This is an optimization exercise on Yosys and OpenROAD, whose aim is small area, not a production implementation.
At most, simulation tests tie the RTL to the original design; equivalence was not proved.
Power figures rest on the tool's default switching activity, not on a simulated workload.

==> build 56: inputs <==
// axi_split_top
module axi_split_top
(
   input  logic       clk,
   input  logic       resetn,
   input  axi_split_pkg::addr_t      s_aw_addr,
   input  axi_split_pkg::len_t       s_aw_len,
   input  logic       s_aw_valid,
   output logic       s_aw_ready,
   input  axi_split_pkg::wide_data_t s_w_data,
   input  logic       s_w_last,
   input  logic       s_w_valid,
   output logic       s_w_ready,
   output logic       s_b_valid,
   input  logic       s_b_ready,
   input  axi_split_pkg::addr_t      s_ar_addr,
   input  axi_split_pkg::len_t       s_ar_len,
   input  logic       s_ar_valid,
   output logic       s_ar_ready,
   output axi_split_pkg::wide_data_t s_r_data,
   output logic       s_r_last,
   output logic       s_r_valid,
   input  logic       s_r_ready,
   output axi_split_pkg::addr_t      m0_aw_addr,
   output axi_split_pkg::len_t       m0_aw_len,
   output logic       m0_aw_valid,
   input  logic       m0_aw_ready,
   output axi_split_pkg::half_data_t m0_w_data,
   output logic       m0_w_last,
   output logic       m0_w_valid,
   input  logic       m0_w_ready,
   input  logic       m0_b_valid,
   output logic       m0_b_ready,
   output axi_split_pkg::addr_t      m0_ar_addr,
   output axi_split_pkg::len_t       m0_ar_len,
   output logic       m0_ar_valid,
   input  logic       m0_ar_ready,
   input  axi_split_pkg::half_data_t m0_r_data,
   input  logic       m0_r_last,
   input  logic       m0_r_valid,
   output logic       m0_r_ready,
   output axi_split_pkg::addr_t      m1_aw_addr,
   output axi_split_pkg::len_t       m1_aw_len,
   output logic       m1_aw_valid,
   input  logic       m1_aw_ready,
   output axi_split_pkg::half_data_t m1_w_data,
   output logic       m1_w_last,
   output logic       m1_w_valid,
   input  logic       m1_w_ready,
   input  logic       m1_b_valid,
   output logic       m1_b_ready,
   output axi_split_pkg::addr_t      m1_ar_addr,
   output axi_split_pkg::len_t       m1_ar_len,
   output logic       m1_ar_valid,
   input  logic       m1_ar_ready,
   input  axi_split_pkg::half_data_t m1_r_data,
   input  logic       m1_r_last,
   input  logic       m1_r_valid,
   output logic       m1_r_ready
);
Settings: LEC_CHECK=0, CAP_MARGIN=20, CORE_MARGIN=2, CORE_UTILIZATION=40, SLEW_MARGIN=20; clock period 5.0 ns.
run.sh (not shown) runs the stock make flow with config.mk's settings and CLKGATE_MAP_FILE= SYNTH_SCRIPT=/design/flow/synth_recipe.tcl, a recipe that flattens the netlist after the stock synthesis.
==> build 63: changes against build 56 <==
Settings changed: CORE_UTILIZATION 40 to 65, CTS_BUF_LIST set to sky130_fd_sc_hd__clkbuf_4 sky130_fd_sc_hd__clkbuf_8, CTS_CLUSTER_DIAMETER set to 60, CTS_CLUSTER_SIZE set to 20, PLACE_DENSITY set to 0.75.
==> notes <==
Between build 63 and build 56, the lower routed wire length is in build 63 (gap 4.0%, measured against build 56). Sequential share of layout area: build 63 is higher than build 56 (3.6 points). Synthesized area is the same in build 63 and build 56. In build 56 the register-to-register slack is higher than in build 63, by 80 ps. In build 56 the global-route usage is lower than in build 63, by 11 points. Between build 56 and build 63, the lower combinational power is in build 63 (gap about 1%, measured against build 63). Of build 63 and build 56, build 63 has the higher utilization (gap 27 points). Between build 56 and build 63, the lower clock power is in build 63 (gap about 70%, measured against build 63). Synthesized cell count is the same in build 56 and build 63. Against build 56, the clock skew of build 63 is higher by 13 ps. Build 63 ran to the end with no violations. Build 56 went through all stages and came out clean. Sequential power is about the same in build 63 and build 56.
No functional check of the RTL was part of any run of this note.


==> inputs of build 27 <==
==> flow/design.v <==
package axi_split_pkg;
   localparam int ADDR_W     = 32;
   localparam int LEN_W      = 8;
   localparam int DATA_W     = 64;
   localparam int HALF_W     = DATA_W / 2;
   localparam int AX_DEPTH   = 4;
   localparam int DATA_DEPTH = 8;
   localparam int CREDIT_W   = 8;
   typedef logic [ADDR_W-1:0] addr_t;
   typedef logic [LEN_W-1:0]  len_t;
   typedef logic [DATA_W-1:0] wide_data_t;
   typedef logic [HALF_W-1:0] half_data_t;
   typedef struct packed {
      addr_t addr;
      len_t  len;
   } ax_req_t;
   typedef struct packed {
      half_data_t data;
      logic       last;
   } half_beat_t;
endpackage
module axi_split_ptr #(
   parameter int DEPTH = 4
) (
   input  logic                   clk,
   input  logic                   resetn,
   input  logic                   step,
   output logic [$clog2(DEPTH):0] ptr
);
   always_ff @(posedge clk) begin
      if (!resetn) begin
         ptr <= '0;
      end else if (step) begin
         ptr <= ptr + 1'b1;
      end
   end
endmodule
module axi_split_ohptr #(
   parameter int DEPTH = 4
) (
   input  logic             clk,
   input  logic             resetn,
   input  logic             step,
   output logic [DEPTH-1:0] oh,
   output logic             wrap
);
   always_ff @(posedge clk) begin
      if (!resetn) begin
         oh   <= DEPTH'(1);
         wrap <= 1'b0;
      end else if (step) begin
         oh   <= {oh[DEPTH-2:0], oh[DEPTH-1]};
         wrap <= wrap ^ oh[DEPTH-1];
      end
   end
endmodule
module axi_split_ohmux #(
   parameter int W = 8,
   parameter int N = 4
) (
   input  logic [N*W-1:0] d,
   input  logic [N-1:0]   sel,
   output logic [W-1:0]   q
);
   always_comb begin
      q = '0;
      for (int i = 0; i < N; i++) begin
         q = q | (d[i*W +: W] & {W{sel[i]}});
      end
   end
endmodule
import axi_split_pkg::*;
module axi_split_addr_fanout
(
   input  logic    clk,
   input  logic    resetn,
   input  axi_split_pkg::addr_t   s_addr,
   input  axi_split_pkg::len_t    s_len,
   input  logic    s_valid,
   output logic    s_ready,
   output axi_split_pkg::ax_req_t m0_req,
   output axi_split_pkg::ax_req_t m1_req,
   output logic    m0_valid,
   output logic    m1_valid,
   input  logic    m0_ready,
   input  logic    m1_ready
);
   localparam int PW = $clog2(AX_DEPTH);
   localparam int EW = ADDR_W - 1 + LEN_W;
   logic [AX_DEPTH-1:0][EW-1:0] mem;
   logic [PW:0]          wr;
   logic [AX_DEPTH-1:0]  rd0, rd1;
   logic                 rw0, rw1;
   logic                 same0, same1;
   logic [EW-1:0]        e0, e1;
   logic                 push;
   axi_split_ptr   #(.DEPTH(AX_DEPTH)) wr_p  (.clk(clk), .resetn(resetn), .step(push), .ptr(wr));
   axi_split_ohptr #(.DEPTH(AX_DEPTH)) rd0_p (.clk(clk), .resetn(resetn), .step(m0_valid && m0_ready), .oh(rd0), .wrap(rw0));
   axi_split_ohptr #(.DEPTH(AX_DEPTH)) rd1_p (.clk(clk), .resetn(resetn), .step(m1_valid && m1_ready), .oh(rd1), .wrap(rw1));
   assign same0    = rd0[wr[PW-1:0]];
   assign same1    = rd1[wr[PW-1:0]];
   assign m0_valid = !(same0 && (wr[PW] == rw0));
   assign m1_valid = !(same1 && (wr[PW] == rw1));
   assign s_ready  = resetn && !(same0 && (wr[PW] != rw0)) && !(same1 && (wr[PW] != rw1));
   assign push     = s_valid && s_ready;
   always_ff @(posedge clk) begin
      if (push) begin
         for (int i = 0; i < AX_DEPTH; i++) begin
            if (wr[PW-1:0] == i) mem[i] <= {s_addr[ADDR_W-1:1], s_len};
         end
      end
   end
   axi_split_ohmux #(.W(EW), .N(AX_DEPTH)) rm0 (.d(mem), .sel(rd0), .q(e0));
   axi_split_ohmux #(.W(EW), .N(AX_DEPTH)) rm1 (.d(mem), .sel(rd1), .q(e1));
   assign m0_req = {1'b0, e0};
   assign m1_req = {e1[EW-1], ~e1[EW-1], e1[EW-2:0]};
endmodule
import axi_split_pkg::*;
module axi_split_wdata_fanout
(
   input  logic       clk,
   input  logic       resetn,
   input  axi_split_pkg::wide_data_t s_data,
   input  logic       s_last,
   input  logic       s_valid,
   output logic       s_ready,
   output axi_split_pkg::half_beat_t m0_beat,
   output axi_split_pkg::half_beat_t m1_beat,
   output logic       m0_valid,
   output logic       m1_valid,
   input  logic       m0_ready,
   input  logic       m1_ready
);
   localparam int PW = $clog2(DATA_DEPTH);
   logic [DATA_DEPTH-1:0][HALF_W-1:0] lo, hi;
   logic [DATA_DEPTH-1:0]             last;
   logic [DATA_DEPTH-1:0][HALF_W:0]   q0, q1;
   logic [PW:0]                       wr;
   logic [DATA_DEPTH-1:0]             rd0, rd1;
   logic                              rw0, rw1;
   logic                              same0, same1;
   logic                              push;
   axi_split_ptr   #(.DEPTH(DATA_DEPTH)) wr_p  (.clk(clk), .resetn(resetn), .step(push), .ptr(wr));
   axi_split_ohptr #(.DEPTH(DATA_DEPTH)) rd0_p (.clk(clk), .resetn(resetn), .step(m0_valid && m0_ready), .oh(rd0), .wrap(rw0));
   axi_split_ohptr #(.DEPTH(DATA_DEPTH)) rd1_p (.clk(clk), .resetn(resetn), .step(m1_valid && m1_ready), .oh(rd1), .wrap(rw1));
   assign same0    = rd0[wr[PW-1:0]];
   assign same1    = rd1[wr[PW-1:0]];
   assign m0_valid = !(same0 && (wr[PW] == rw0));
   assign m1_valid = !(same1 && (wr[PW] == rw1));
   assign s_ready  = resetn && !(same0 && (wr[PW] != rw0)) && !(same1 && (wr[PW] != rw1));
   assign push     = s_valid && s_ready;
   always_ff @(posedge clk) begin
      if (push) begin
         for (int i = 0; i < DATA_DEPTH; i++) begin
            if (wr[PW-1:0] == i) begin
               lo[i]   <= s_data[HALF_W-1:0];
               hi[i]   <= s_data[DATA_W-1:HALF_W];
               last[i] <= s_last;
            end
         end
      end
   end
   always_comb begin
      for (int i = 0; i < DATA_DEPTH; i++) begin
         q0[i] = {lo[i], last[i]};
         q1[i] = {hi[i], last[i]};
      end
   end
   axi_split_ohmux #(.W(HALF_W + 1), .N(DATA_DEPTH)) rm0 (.d(q0), .sel(rd0), .q(m0_beat));
   axi_split_ohmux #(.W(HALF_W + 1), .N(DATA_DEPTH)) rm1 (.d(q1), .sel(rd1), .q(m1_beat));
endmodule
import axi_split_pkg::*;
module axi_split_bresp_merge
(
   input  logic clk,
   input  logic resetn,
   input  logic m0_b_valid,
   input  logic m1_b_valid,
   input  logic s_b_ready,
   output logic m0_b_ready,
   output logic m1_b_ready,
   output logic s_b_valid
);
   logic [CREDIT_W-1:0] credit [2];
   logic [1:0]          add;
   logic                sub;
   assign m0_b_ready = s_b_ready;
   assign m1_b_ready = s_b_ready;
   assign add[0] = m0_b_valid && m0_b_ready;
   assign add[1] = m1_b_valid && m1_b_ready;
   assign s_b_valid = (credit[0] != '0) && (credit[1] != '0);
   assign sub       = s_b_valid && s_b_ready;
   always_ff @(posedge clk) begin
      if (!resetn) begin
         credit[0] <= '0;
         credit[1] <= '0;
      end else begin
         for (int i = 0; i < 2; i++) begin
            if (add[i] && !sub) begin
               credit[i] <= credit[i] + 1'b1;
            end else if (!add[i] && sub) begin
               credit[i] <= credit[i] - 1'b1;
            end
         end
      end
   end
endmodule
import axi_split_pkg::*;
module axi_split_rdata_join
(
   input  logic       clk,
   input  logic       resetn,
   input  axi_split_pkg::half_beat_t m0_beat,
   input  axi_split_pkg::half_beat_t m1_beat,
   input  logic       m0_valid,
   input  logic       m1_valid,
   output logic       m0_ready,
   output logic       m1_ready,
   output axi_split_pkg::wide_data_t s_data,
   output logic       s_last,
   output logic       s_valid,
   input  logic       s_ready
);
   localparam int PW = $clog2(DATA_DEPTH);
   logic [DATA_DEPTH-1:0][HALF_W:0]   mem0;
   logic [DATA_DEPTH-1:0][HALF_W-1:0] mem1;
   logic [PW:0]                       wr0, wr1;
   logic [DATA_DEPTH-1:0]             rd;
   logic                              rw;
   logic                              same0, same1;
   logic                              push0, push1, pop;
   logic [HALF_W:0]                   h0;
   logic [HALF_W-1:0]                 h1;
   axi_split_ptr   #(.DEPTH(DATA_DEPTH)) wr0_p (.clk(clk), .resetn(resetn), .step(push0), .ptr(wr0));
   axi_split_ptr   #(.DEPTH(DATA_DEPTH)) wr1_p (.clk(clk), .resetn(resetn), .step(push1), .ptr(wr1));
   axi_split_ohptr #(.DEPTH(DATA_DEPTH)) rd_p  (.clk(clk), .resetn(resetn), .step(pop), .oh(rd), .wrap(rw));
   assign same0    = rd[wr0[PW-1:0]];
   assign same1    = rd[wr1[PW-1:0]];
   assign m0_ready = resetn && !(same0 && (wr0[PW] != rw));
   assign m1_ready = resetn && !(same1 && (wr1[PW] != rw));
   assign push0    = m0_valid && m0_ready;
   assign push1    = m1_valid && m1_ready;
   always_ff @(posedge clk) begin
      if (push0) begin
         for (int i = 0; i < DATA_DEPTH; i++) begin
            if (wr0[PW-1:0] == i) mem0[i] <= m0_beat;
         end
      end
      if (push1) begin
         for (int i = 0; i < DATA_DEPTH; i++) begin
            if (wr1[PW-1:0] == i) mem1[i] <= m1_beat.data;
         end
      end
   end
   assign s_valid = !(same0 && (wr0[PW] == rw)) && !(same1 && (wr1[PW] == rw));
   assign pop     = s_valid && s_ready;
   axi_split_ohmux #(.W(HALF_W + 1), .N(DATA_DEPTH)) rm0 (.d(mem0), .sel(rd), .q(h0));
   axi_split_ohmux #(.W(HALF_W),     .N(DATA_DEPTH)) rm1 (.d(mem1), .sel(rd), .q(h1));
   assign s_data = {h1, h0[HALF_W:1]};
   assign s_last = h0[0];
endmodule
import axi_split_pkg::*;
module axi_split_top
(
   input  logic       clk,
   input  logic       resetn,
   input  axi_split_pkg::addr_t      s_aw_addr,
   input  axi_split_pkg::len_t       s_aw_len,
   input  logic       s_aw_valid,
   output logic       s_aw_ready,
   input  axi_split_pkg::wide_data_t s_w_data,
   input  logic       s_w_last,
   input  logic       s_w_valid,
   output logic       s_w_ready,
   output logic       s_b_valid,
   input  logic       s_b_ready,
   input  axi_split_pkg::addr_t      s_ar_addr,
   input  axi_split_pkg::len_t       s_ar_len,
   input  logic       s_ar_valid,
   output logic       s_ar_ready,
   output axi_split_pkg::wide_data_t s_r_data,
   output logic       s_r_last,
   output logic       s_r_valid,
   input  logic       s_r_ready,
   output axi_split_pkg::addr_t      m0_aw_addr,
   output axi_split_pkg::len_t       m0_aw_len,
   output logic       m0_aw_valid,
   input  logic       m0_aw_ready,
   output axi_split_pkg::half_data_t m0_w_data,
   output logic       m0_w_last,
   output logic       m0_w_valid,
   input  logic       m0_w_ready,
   input  logic       m0_b_valid,
   output logic       m0_b_ready,
   output axi_split_pkg::addr_t      m0_ar_addr,
   output axi_split_pkg::len_t       m0_ar_len,
   output logic       m0_ar_valid,
   input  logic       m0_ar_ready,
   input  axi_split_pkg::half_data_t m0_r_data,
   input  logic       m0_r_last,
   input  logic       m0_r_valid,
   output logic       m0_r_ready,
   output axi_split_pkg::addr_t      m1_aw_addr,
   output axi_split_pkg::len_t       m1_aw_len,
   output logic       m1_aw_valid,
   input  logic       m1_aw_ready,
   output axi_split_pkg::half_data_t m1_w_data,
   output logic       m1_w_last,
   output logic       m1_w_valid,
   input  logic       m1_w_ready,
   input  logic       m1_b_valid,
   output logic       m1_b_ready,
   output axi_split_pkg::addr_t      m1_ar_addr,
   output axi_split_pkg::len_t       m1_ar_len,
   output logic       m1_ar_valid,
   input  logic       m1_ar_ready,
   input  axi_split_pkg::half_data_t m1_r_data,
   input  logic       m1_r_last,
   input  logic       m1_r_valid,
   output logic       m1_r_ready
);
   axi_split_addr_fanout aw_fanout (
      .clk     (clk),          .resetn  (resetn),
      .s_addr  (s_aw_addr),    .s_len   (s_aw_len),
      .s_valid (s_aw_valid),   .s_ready (s_aw_ready),
      .m0_req  ({m0_aw_addr, m0_aw_len}),
      .m1_req  ({m1_aw_addr, m1_aw_len}),
      .m0_valid(m0_aw_valid),  .m1_valid(m1_aw_valid),
      .m0_ready(m0_aw_ready),  .m1_ready(m1_aw_ready)
   );
   axi_split_addr_fanout ar_fanout (
      .clk     (clk),          .resetn  (resetn),
      .s_addr  (s_ar_addr),    .s_len   (s_ar_len),
      .s_valid (s_ar_valid),   .s_ready (s_ar_ready),
      .m0_req  ({m0_ar_addr, m0_ar_len}),
      .m1_req  ({m1_ar_addr, m1_ar_len}),
      .m0_valid(m0_ar_valid),  .m1_valid(m1_ar_valid),
      .m0_ready(m0_ar_ready),  .m1_ready(m1_ar_ready)
   );
   axi_split_wdata_fanout w_fanout (
      .clk     (clk),          .resetn  (resetn),
      .s_data  (s_w_data),     .s_last  (s_w_last),
      .s_valid (s_w_valid),    .s_ready (s_w_ready),
      .m0_beat ({m0_w_data, m0_w_last}),
      .m1_beat ({m1_w_data, m1_w_last}),
      .m0_valid(m0_w_valid),   .m1_valid(m1_w_valid),
      .m0_ready(m0_w_ready),   .m1_ready(m1_w_ready)
   );
   axi_split_bresp_merge b_merge (
      .clk       (clk),        .resetn    (resetn),
      .m0_b_valid(m0_b_valid), .m1_b_valid(m1_b_valid),
      .s_b_ready (s_b_ready),
      .m0_b_ready(m0_b_ready), .m1_b_ready(m1_b_ready),
      .s_b_valid (s_b_valid)
   );
   axi_split_rdata_join r_join (
      .clk     (clk),          .resetn  (resetn),
      .m0_beat ({m0_r_data, m0_r_last}),
      .m1_beat ({m1_r_data, m1_r_last}),
      .m0_valid(m0_r_valid),   .m1_valid(m1_r_valid),
      .m0_ready(m0_r_ready),   .m1_ready(m1_r_ready),
      .s_data  (s_r_data),     .s_last  (s_r_last),
      .s_valid (s_r_valid),    .s_ready (s_r_ready)
   );
endmodule
==> flow/flow/run.sh <==
#!/bin/bash
# Standard layout, with the port buffers made from the smallest buffer cell
# and a clock tree without dummy balancing loads
set -euo pipefail
export BUFFER_PORTS_ARGS="-buffer_cell sky130_fd_sc_hd__buf_1"
export CTS_ARGS="-sink_clustering_enable -repair_clock_nets -dont_use_dummy_load -sink_clustering_size 10 -sink_clustering_max_diameter 40 -buf_list {sky130_fd_sc_hd__clkbuf_2 sky130_fd_sc_hd__clkbuf_4}"
bash standard.sh finish > standard_flow.log 2>&1
==> flow/standard.sh <==
#!/bin/bash
# synth_recipe.tcl (not shown) runs the flow's synth.tcl, then flattens the netlist and writes it again
# the make line also repeats each setting of config.mk as NAME=value (left out here)
make -C /OpenROAD-flow-scripts/flow DESIGN_CONFIG=/design/flow/config.mk WORK_HOME=/design/flow/orfs CLKGATE_MAP_FILE= SYNTH_SCRIPT=/design/flow/synth_recipe.tcl "${@:-finish}"
==> flow/config.mk <==
export PLATFORM = sky130hd
export DESIGN_NAME = axi_split_top
export DESIGN_NICKNAME = axi_split_top
export VERILOG_FILES = /design/flow/design.v
export SDC_FILE = /design/flow/constraint.sdc
export NUM_CORES = 4
export LEC_CHECK = 0
export CAP_MARGIN = 20
export CORE_MARGIN = 2
export CORE_UTILIZATION = 70
export PLACE_DENSITY = 0.78
export SLEW_MARGIN = 20
==> flow/constraint.sdc <==
create_clock -name core_clock -period 5.0 [get_ports {clk}]
set_input_delay 1.0000 -clock core_clock [delete_from_list [all_inputs] [get_ports {clk}]]
set_output_delay 1.0000 -clock core_clock [all_outputs]
set_load 0.01 [all_outputs]
==> inputs of build 30, as changes to build 27 <==
==> flow/flow/run.sh (replaced) <==
#!/bin/bash
# Standard layout, with the port buffers made from the smallest buffer cell
# and a clock tree without dummy balancing loads
set -euo pipefail
export BUFFER_PORTS_ARGS="-buffer_cell sky130_fd_sc_hd__buf_1"
export CTS_ARGS="-sink_clustering_enable -repair_clock_nets -dont_use_dummy_load -sink_clustering_size 10 -sink_clustering_max_diameter 40 -buf_list sky130_fd_sc_hd__clkbuf_4"
bash standard.sh finish > standard_flow.log 2>&1
CAP_MARGIN = 10   (was 20)
CORE_UTILIZATION = 75   (was 70)
PLACE_DENSITY = 0.82   (was 0.78)
SLEW_MARGIN = 10   (was 20)
==> results.txt <==
Combinational power is about the same in build 30 and build 27.
Between build 27 and build 30, the lower routed wire length is in build 27 (gap about 0.7%, measured against build 30).
Against build 27, the total power of build 30 is lower by 0.21%.
Between build 30 and build 27, the lower utilization is in build 27 (gap 4.9 points).
Of build 27 and build 30, build 30 has the higher critical path depth (gap 1).
Of build 30 and build 27, build 30 has the higher non-clock buffer count (gap 1).

[port drivers added, routing unchanged]
How much do the figures lean on ideal ports? The routed layouts below were timed once more, with nothing changed but the port constraints. Step 1: set_driving_cell puts a clkbuf_16 on clk and a buf_2 on each other input, an assumption about the parent block. Step 2 adds t to the input delays and takes it off the output delays; t is the mean of the earliest and latest rising clock arrival at the registers after step 1. Input paths then give back, and output paths get back, about the clock's delay inside the block. Three values: no drivers, after step 1, after step 2; two values: the first two.
run | shift t [ns] | setup slack, ns | hold WS [ns] | worst setup path after step 2 | slew at the worst register clock pin (ns)
build 56 | 0.831 | 0.355 / 0.279 / 1.110 | 0.475 / 0.475 / 0.475 | register to output | 0.06 / 0.06
build 63 | 0.820 | 0.178 / 0.105 / 0.924 | 0.484 / 0.484 / 0.484 | register to output | 0.12 / 0.12
build 27 | 1.060 | 0.890 / 0.823 / 1.494 | 0.228 / 0.191 / 0.472 | input to register | 0.11 / 0.11
build 30 | 1.035 | 0.986 / 0.921 / 1.495 | 0.222 / 0.189 / 0.482 | input to register | 0.11 / 0.11
After both steps every run listed still meets setup and hold.
